What follows belongs to an exercise in optimizing a design on an open flow for small area, a short achievable clock period and few clock cycles per item; a production flow would make more cautious choices. Only simulation tests tie the RTL to the original design; equivalence was not proved.

==> exp/juniper <==
// vector_accel_speed_limiter_top
module vector_accel_speed_limiter_top
(
    input  logic               clk,
    input  logic               rst_n,
    input  logic               cfg_we,
    input  logic [1:0]         cfg_index,
    input  logic [15:0]        cfg_data,
    input  logic               in_valid,
    output logic               in_ready,
    input  logic [2:0]         op,
    input  logic signed [15:0] target_vx,
    input  logic signed [15:0] target_vy,
    output logic               out_valid,
    input  logic               out_ready,
    output logic signed [15:0] vel_x_out,
    output logic signed [15:0] vel_y_out,
    output logic signed [31:0] pos_x_out,
    output logic signed [31:0] pos_y_out,
    output logic signed [15:0] acc_x_out,
    output logic signed [15:0] acc_y_out
);
Settings: LEC_CHECK=0, CAP_MARGIN=20, CORE_MARGIN=2, CORE_UTILIZATION=40, SLEW_MARGIN=20; clock period 12.0 ns.
run.sh (not shown) runs the stock make flow with config.mk's settings and CLKGATE_MAP_FILE= SYNTH_SCRIPT=/design/flow/synth_recipe.tcl, a recipe that flattens the netlist after the stock synthesis.
==> exp/harbor (differences from exp/juniper) <==
--- a/flow/design.v
+++ b/flow/design.v
@@ -926,11 +926,12 @@
     logic          sx_r, sy_r;
     logic [SW-1:0] s_r;
     logic [17:0]   rt_rem;
     logic [16:0]   rt_root;
     logic [16:0]   xr_r, yr_r;            
-    logic          spd_bad;               
+    logic          chk;                   
+    logic          spd_bad;
     logic [QW-1:0] xn_r, yn_r;            
     logic [23:0]   t_r;                   
     logic [15:0] mx, my, vsum_x, vsum_y;
     assign mx     = (sel_a || fst[F_SP1]) ? a_r : xn_r[15:0];
     assign my     = (sel_a || fst[F_SP1]) ? b_r : yn_r[15:0];
@@ -956,29 +957,18 @@
     assign sx_vx = {vx_r[15], vx_r};
     assign sx_vy = {vy_r[15], vy_r};
     assign ng_vx = sx_vx ^ {17{vx_r[15]}};
     assign ng_vy = sx_vy ^ {17{vy_r[15]}};
     logic u_lim, u_sq1, u_sq2, u_sp1, u_sp2, u_ldx, u_ldy, u_px, u_py;
+    logic [16:0] ma_r, mb_r;
     assign ld_x    = u_ldx;
     assign ld_y    = u_ldy;
     assign pos_mul = u_px || u_py;
     always_comb
     begin
-        m_a = ({17{u_lim}} & {1'b0, accel_r})
-            | ({17{u_sq1 || (u_ldx && !spd_mode)}} & {1'b0, a_r})
-            | ({17{u_sq2 || (u_ldy && !spd_mode)}} & {1'b0, b_r})
-            | ({17{u_sp1 || u_px}} & sx_vx)
-            | ({17{u_sp2 || u_py}} & sx_vy)
-            | ({17{u_ldx && spd_mode}} & ng_vx)
-            | ({17{u_ldy && spd_mode}} & ng_vy);
-        m_b = ({17{u_lim || u_px || u_py}} & {1'b0, step_r})
-            | ({17{u_sq1}} & {1'b0, a_r})
-            | ({17{u_sq2}} & {1'b0, b_r})
-            | ({17{u_sp1}} & sx_vx)
-            | ({17{u_sp2}} & sx_vy)
-            | ({17{(u_ldx || u_ldy) && !spd_mode}} & {1'b0, lim_r})
-            | ({17{(u_ldx || u_ldy) && spd_mode}} & {2'b00, speed_r});
+        m_a = ma_r;
+        m_b = mb_r;
         m_add = ({34{u_sq2 || u_sp2}} & {2'b00, s_r[31:0]})
               | {18'd0, u_lim, 7'd0, u_px || u_py, 7'd0}
               | ({34{spd_mode && ((u_ldx && vx_r[15]) || (u_ldy && vy_r[15]))}} & {19'd0, speed_r});
     end
     vasl_mac u_mac (
@@ -990,34 +980,56 @@
     logic [17:0]   rt_rem_n;
     logic [16:0]   rt_root_n;
     logic [SW-1:0] rt_x_n;
     logic          rt_step;
     assign rt_step = fst[F_RT] && (cnt != RT_END);
-    always_comb
-    begin
-        logic [19:0] sh;
-        logic [19:0] tr;
-        rt_rem_n  = rt_rem;
-        rt_root_n = rt_root;
-        rt_x_n    = s_r;
-        for (int i = 0; i < SQK; i++)
-        begin
-            sh = {rt_rem_n, rt_x_n[SW-1:SW-2]};
-            tr = {1'b0, rt_root_n, 2'b01};
-            if (sh >= tr)
+    logic [SQK/2:0][17:0]   rt_rem_m;
+    logic [SQK/2:0][16:0]   rt_root_m;
+    assign rt_rem_m[0]  = rt_rem;
+    assign rt_root_m[0] = rt_root;
+    for (genvar g = 0; g < SQK / 2; g++)
+    begin : g_rt4
+        logic [23:0] t, c1, c2, c3a, c3b, s1, s2, s3, cs, cc;
+        logic [24:0] s3w;
+        assign t   = {2'b00, rt_rem_m[g], s_r[SW-1-4*g -: 4]};
+        assign c1  = {4'b0000, rt_root_m[g], 3'b001};
+        assign c2  = {3'b000, rt_root_m[g], 4'b0100};
+        assign c3a = {3'b000, rt_root_m[g], 4'b1001};
+        assign c3b = {4'b0000, rt_root_m[g], 3'b000};
+        assign s1  = t - c1;
+        assign s2  = t - c2;
+        assign cs  = t ^ ~c3a ^ ~c3b;
+        assign cc  = {((t & ~c3a) | (t & ~c3b) | (~c3a & ~c3b)), 1'b1};
+        assign s3w = {cs, 1'b1} + {cc, 1'b1};
+        assign s3  = s3w[24:1];
+        always_comb
+        begin
+            if (!s3[23])
+            begin
+                rt_rem_m[g+1]  = s3[17:0];
+                rt_root_m[g+1] = {rt_root_m[g][14:0], 2'b11};
+            end
+            else if (!s2[23])
             begin
-                rt_rem_n  = sh - tr;
-                rt_root_n = {rt_root_n[15:0], 1'b1};
+                rt_rem_m[g+1]  = s2[17:0];
+                rt_root_m[g+1] = {rt_root_m[g][14:0], 2'b10};
+            end
+            else if (!s1[23])
+            begin
+                rt_rem_m[g+1]  = s1[17:0];
+                rt_root_m[g+1] = {rt_root_m[g][14:0], 2'b01};
             end
             else
             begin
-                rt_rem_n  = sh[17:0];
-                rt_root_n = {rt_root_n[15:0], 1'b0};
+                rt_rem_m[g+1]  = t[17:0];
+                rt_root_m[g+1] = {rt_root_m[g][14:0], 2'b00};
             end
-            rt_x_n = {rt_x_n[SW-3:0], 2'b00};
         end
     end
+    assign rt_rem_n  = rt_rem_m[SQK/2];
+    assign rt_root_n = rt_root_m[SQK/2];
+    assign rt_x_n    = {s_r[SW-2*SQK-1:0], {(2*SQK){1'b0}}};
     logic [16:0] rt_cmp;
     logic        rt_eng;
     assign rt_cmp = spd_mode ? {2'b00, speed_r} : {1'b0, lim_r};
     assign rt_eng = (rt_root > rt_cmp) || ((rt_root == rt_cmp) && (rt_rem != '0));
     logic [16:0]   den;
@@ -1114,22 +1126,23 @@
     assign acy_hi = acy_num >> QW;
     logic [16:0] bnd_x, bnd_y;
     logic        spd_free;
     logic [15:0] u_vx, u_vy;
     logic [17:0] spd_m2;
-    assign u_vx     = vsum_x ^ {16{vsum_x[15]}};
-    assign u_vy     = vsum_y ^ {16{vsum_y[15]}};
+    assign u_vx     = vx_r ^ {16{vx_r[15]}};
+    assign u_vy     = vy_r ^ {16{vy_r[15]}};
     assign bnd_x    = {1'b0, u_vx} + {2'b00, u_vy[15:1]};
     assign bnd_y    = {1'b0, u_vy} + {2'b00, u_vx[15:1]};
     assign spd_m2   = {3'b000, speed_r} - 18'd2;
     assign spd_free = !spd_m2[17] && ({1'b0, bnd_x} <= spd_m2) && ({1'b0, bnd_y} <= spd_m2);
+    assign spd_bad  = chk && !spd_free;
     logic               vc_go, accept, load_d;
     logic               take;
     logic signed [16:0] gx, gy, vcx, vcy, dx, dy, ndx, ndy;
     logic [15:0]        mag_x, mag_y;
     assign vc_go     = fst[F_VC] && !res_pending;
-    assign in_ready  = (fst[F_IDLE] && !lim_dirty && !spd_bad) || vc_go;
+    assign in_ready  = (fst[F_IDLE] && !lim_dirty && !chk) || vc_go;
     assign accept    = in_ready && in_valid;
     assign load_d    = accept || fst[F_REACC];
     assign take  = (op == 3'd0) || (op == 3'd1);
     always_comb
     begin
@@ -1146,14 +1159,14 @@
     end
     assign vcx   = {vcur_x[15], vcur_x};
     assign vcy   = {vcur_y[15], vcur_y};
     assign dx    = gx - vcx;
     assign dy    = gy - vcy;
-    assign ndx   = vcx - gx;
-    assign ndy   = vcy - gy;
-    assign mag_x = dx[16] ? ndx[15:0] : dx[15:0];
-    assign mag_y = dy[16] ? ndy[15:0] : dy[15:0];
+    assign ndx   = (dx ^ {17{dx[16]}}) + {16'd0, dx[16]};
+    assign ndy   = (dy ^ {17{dy[16]}}) + {16'd0, dy[16]};
+    assign mag_x = ndx[15:0];
+    assign mag_y = ndy[15:0];
     logic [15:0] ax_n, ay_n, qx, qy;
     assign qx = xn_r[15:0];
     assign qy = yn_r[15:0];
     always_comb
     begin
@@ -1224,11 +1237,11 @@
         endcase
     end
     logic       ldx_n, ldy_n, acc_busy_n, lim_dirty_n, div_free_n;
     logic [3:0] acc_cnt_n;
     logic [2:0] pst_n;
-    logic       u_lim_n, u_ldx_n, u_ldy_n, u_fg_n;
+    logic       u_lim_n, u_ldx_n, u_ldy_n, u_fg_n, u_px_n, u_py_n, spd_mode_n;
     always_comb
     begin
         ldx_n = ldx;
         ldy_n = ldy;
         if (fst[F_SQ2] || fst[F_SP2])
@@ -1268,15 +1281,37 @@
             P_UX:   pst_n = pos_mul ? P_UY : P_MY;
             P_MY:   if (pos_mul) pst_n = P_UY;
             P_UY:   pst_n = P_IDLE;
             default: pst_n = P_IDLE;
         endcase
-        u_lim_n = fst_n[F_IDLE] && lim_dirty_n;
+        u_lim_n = fst_n[F_IDLE] && lim_dirty_n && !cfg_we;
         u_ldx_n = fst_n[F_RT] && !ldx_n && div_free_n;
         u_ldy_n = fst_n[F_RT] && ldx_n && !ldy_n;
         u_fg_n  = u_lim_n || u_ldx_n || u_ldy_n || fst_n[F_SQ1] || fst_n[F_SQ2] ||
                   fst_n[F_SP1] || fst_n[F_SP2];
+        u_px_n  = !u_fg_n && (pst_n == P_MX);
+        u_py_n  = !u_fg_n && (pst_n == P_UX || pst_n == P_MY);
+        spd_mode_n = fst[F_SP2] ? 1'b1 : fst[F_SQ2] ? 1'b0 : spd_mode;
+    end
+    logic [16:0] ma_n, mb_n;
+    always_comb
+    begin
+        ma_n = ({17{u_lim_n}} & {1'b0, accel_r})
+             | ({17{fst_n[F_SQ1]}} & {1'b0, mag_x})
+             | ({17{fst_n[F_SQ2] || (u_ldy_n && !spd_mode_n)}} & {1'b0, b_r})
+             | ({17{u_ldx_n && !spd_mode_n}} & {1'b0, a_r})
+             | ({17{fst_n[F_SP1] || u_px_n}} & sx_vx)
+             | ({17{fst_n[F_SP2] || u_py_n}} & sx_vy)
+             | ({17{u_ldx_n && spd_mode_n}} & ng_vx)
+             | ({17{u_ldy_n && spd_mode_n}} & ng_vy);
+        mb_n = ({17{u_lim_n || u_px_n || u_py_n}} & {1'b0, step_r})
+             | ({17{fst_n[F_SQ1]}} & {1'b0, mag_x})
+             | ({17{fst_n[F_SQ2]}} & {1'b0, b_r})
+             | ({17{fst_n[F_SP1]}} & sx_vx)
+             | ({17{fst_n[F_SP2]}} & sx_vy)
+             | ({17{(u_ldx_n || u_ldy_n) && !spd_mode_n}} & {1'b0, lim_r})
+             | ({17{(u_ldx_n || u_ldy_n) && spd_mode_n}} & {2'b00, speed_r});
     end
     always_ff @(posedge clk or negedge rst_n)
     begin
         if (!rst_n)
         begin
@@ -1292,11 +1327,11 @@
             fst         <= O_IDLE;
             cnt         <= '0;
             spd_mode    <= 1'b0;
             sel_a       <= 1'b0;
             pend        <= 1'b0;
-            spd_bad     <= 1'b0;
+            chk         <= 1'b0;
             ldx         <= 1'b0;
             ldy         <= 1'b0;
             res_pending <= 1'b0;
             acc_done    <= 1'b0;
             pos_done    <= 1'b0;
@@ -1334,12 +1369,12 @@
             u_sq2    <= fst_n[F_SQ2];
             u_sp1    <= fst_n[F_SP1];
             u_sp2    <= fst_n[F_SP2];
             u_ldx    <= u_ldx_n;
             u_ldy    <= u_ldy_n;
-            u_px     <= !u_fg_n && (pst_n == P_MX);
-            u_py     <= !u_fg_n && (pst_n == P_UX || pst_n == P_MY);
+            u_px     <= u_px_n;
+            u_py     <= u_py_n;
             ldx      <= ldx_n;
             ldy      <= ldy_n;
             acc_busy <= acc_busy_n;
             acc_cnt  <= acc_cnt_n;
             pst      <= pst_n;
@@ -1349,17 +1384,15 @@
             begin
                 vx_r        <= vsum_x;
                 vy_r        <= vsum_y;
                 sel_a       <= 1'b0;
                 res_pending <= 1'b1;
-                spd_bad     <= !spd_free;
                 pend        <= accept;
-                if (spd_free)
-                    pos_start <= 1'b1;
             end
-            if (fst[F_SP1])
-                spd_bad <= 1'b0;
+            chk <= vc_go;
+            if (chk && spd_free)
+                pos_start <= 1'b1;
             if (fst[F_SQ2] || fst[F_SP2])
             begin
                 cnt      <= '0;
                 spd_mode <= fst[F_SP2];
             end
@@ -1488,10 +1521,12 @@
             den_r <= {1'b0, step_r};
         else if (fst[F_RT] && fst_n[F_DIV])
             den_r <= rt_step ? rt_root_n : rt_root;
         if (pos_mul)
             t_r <= macc[31:8];
+        ma_r <= ma_n;
+        mb_r <= mb_n;
     end
     assign out_valid = out_valid_r;
     assign vel_x_out = vx_r;
     assign vel_y_out = vy_r;
     assign pos_x_out = px_r;
--- a/flow/config.mk
+++ b/flow/config.mk
@@ -3,9 +3,11 @@
 export DESIGN_NICKNAME = vector_accel_speed_limiter_top
 export VERILOG_FILES = /design/flow/design.v
 export SDC_FILE = /design/flow/constraint.sdc
 export NUM_CORES = 4
 export LEC_CHECK = 0
+export ABC_AREA = 1
 export CAP_MARGIN = 20
 export CORE_MARGIN = 2
 export CORE_UTILIZATION = 40
+export SETUP_SLACK_MARGIN = 5
 export SLEW_MARGIN = 20
==> comparison table <==
Run status: exp/harbor timing/DRC/antenna clean; exp/juniper timing/DRC/antenna clean
Number of sequential cells in the layout: exp/harbor 477; exp/juniper 443
Xor-xnor portion of the synthesized cell area: exp/harbor 0.0656; exp/juniper 0.0622
Register area: exp/harbor 12700 sq um; exp/juniper 12000 sq um
Complex-gate fraction of the synthesized area: exp/harbor 0.156; exp/juniper 0.207
Total detailed-routing wirelength: exp/harbor 247 mm; exp/juniper 209 mm
Number of iterations in the first detailed-routing pass: exp/harbor 7; exp/juniper 6
Unrepaired setup endpoints after global routing: exp/harbor yes; exp/juniper no
Actual slew at the worst max-slew pin: exp/harbor 1200 ps; exp/juniper 1200 ps
Multi-input gate share of total cell area: exp/harbor 0.619; exp/juniper 0.656
Clock buffer cells: exp/harbor 81; exp/juniper 72
Met1 track utilization from global routing: exp/harbor 0.397; exp/juniper 0.383
Multi-input logic cell count: exp/harbor 6550; exp/juniper 5290
Testbench counts of exp/juniper, summed over its fixed seeds: cycles 53,142, items 4,800.
Testbench counts of exp/harbor, summed over its fixed seeds: cycles 53,174, items 4,800.

==> port drivers added, routing unchanged <==
How much do the figures lean on ideal ports? The routed layouts below were timed once more, with nothing changed but the port constraints.
Step 1 sets driving cells, clkbuf_16 on the clock port and buf_2 on the other inputs (assumed; they add their load-dependent delay and slew).
Step 2, shift: input delay + t, output delay - t, t = (earliest + latest rising clock arrival at the registers) / 2. This alone moves slack from input paths to output paths.
Three values: ideal ports, drivers, drivers and shift; two values: the first two.
| run | t (ns) | setup WS [ns] | worst setup path at the end |
|---|---|---|---|
| exp/juniper | 0.746 | 1.011 / 1.011 / 1.011 | register to register |
| exp/harbor | 0.788 | 5.256 / 5.256 / 4.826 | input to register |
After both steps every run listed still meets setup and hold. The setup slack of exp/harbor, which loses most, moves by 0.000 ns with the drivers and by -0.430 ns with both steps.
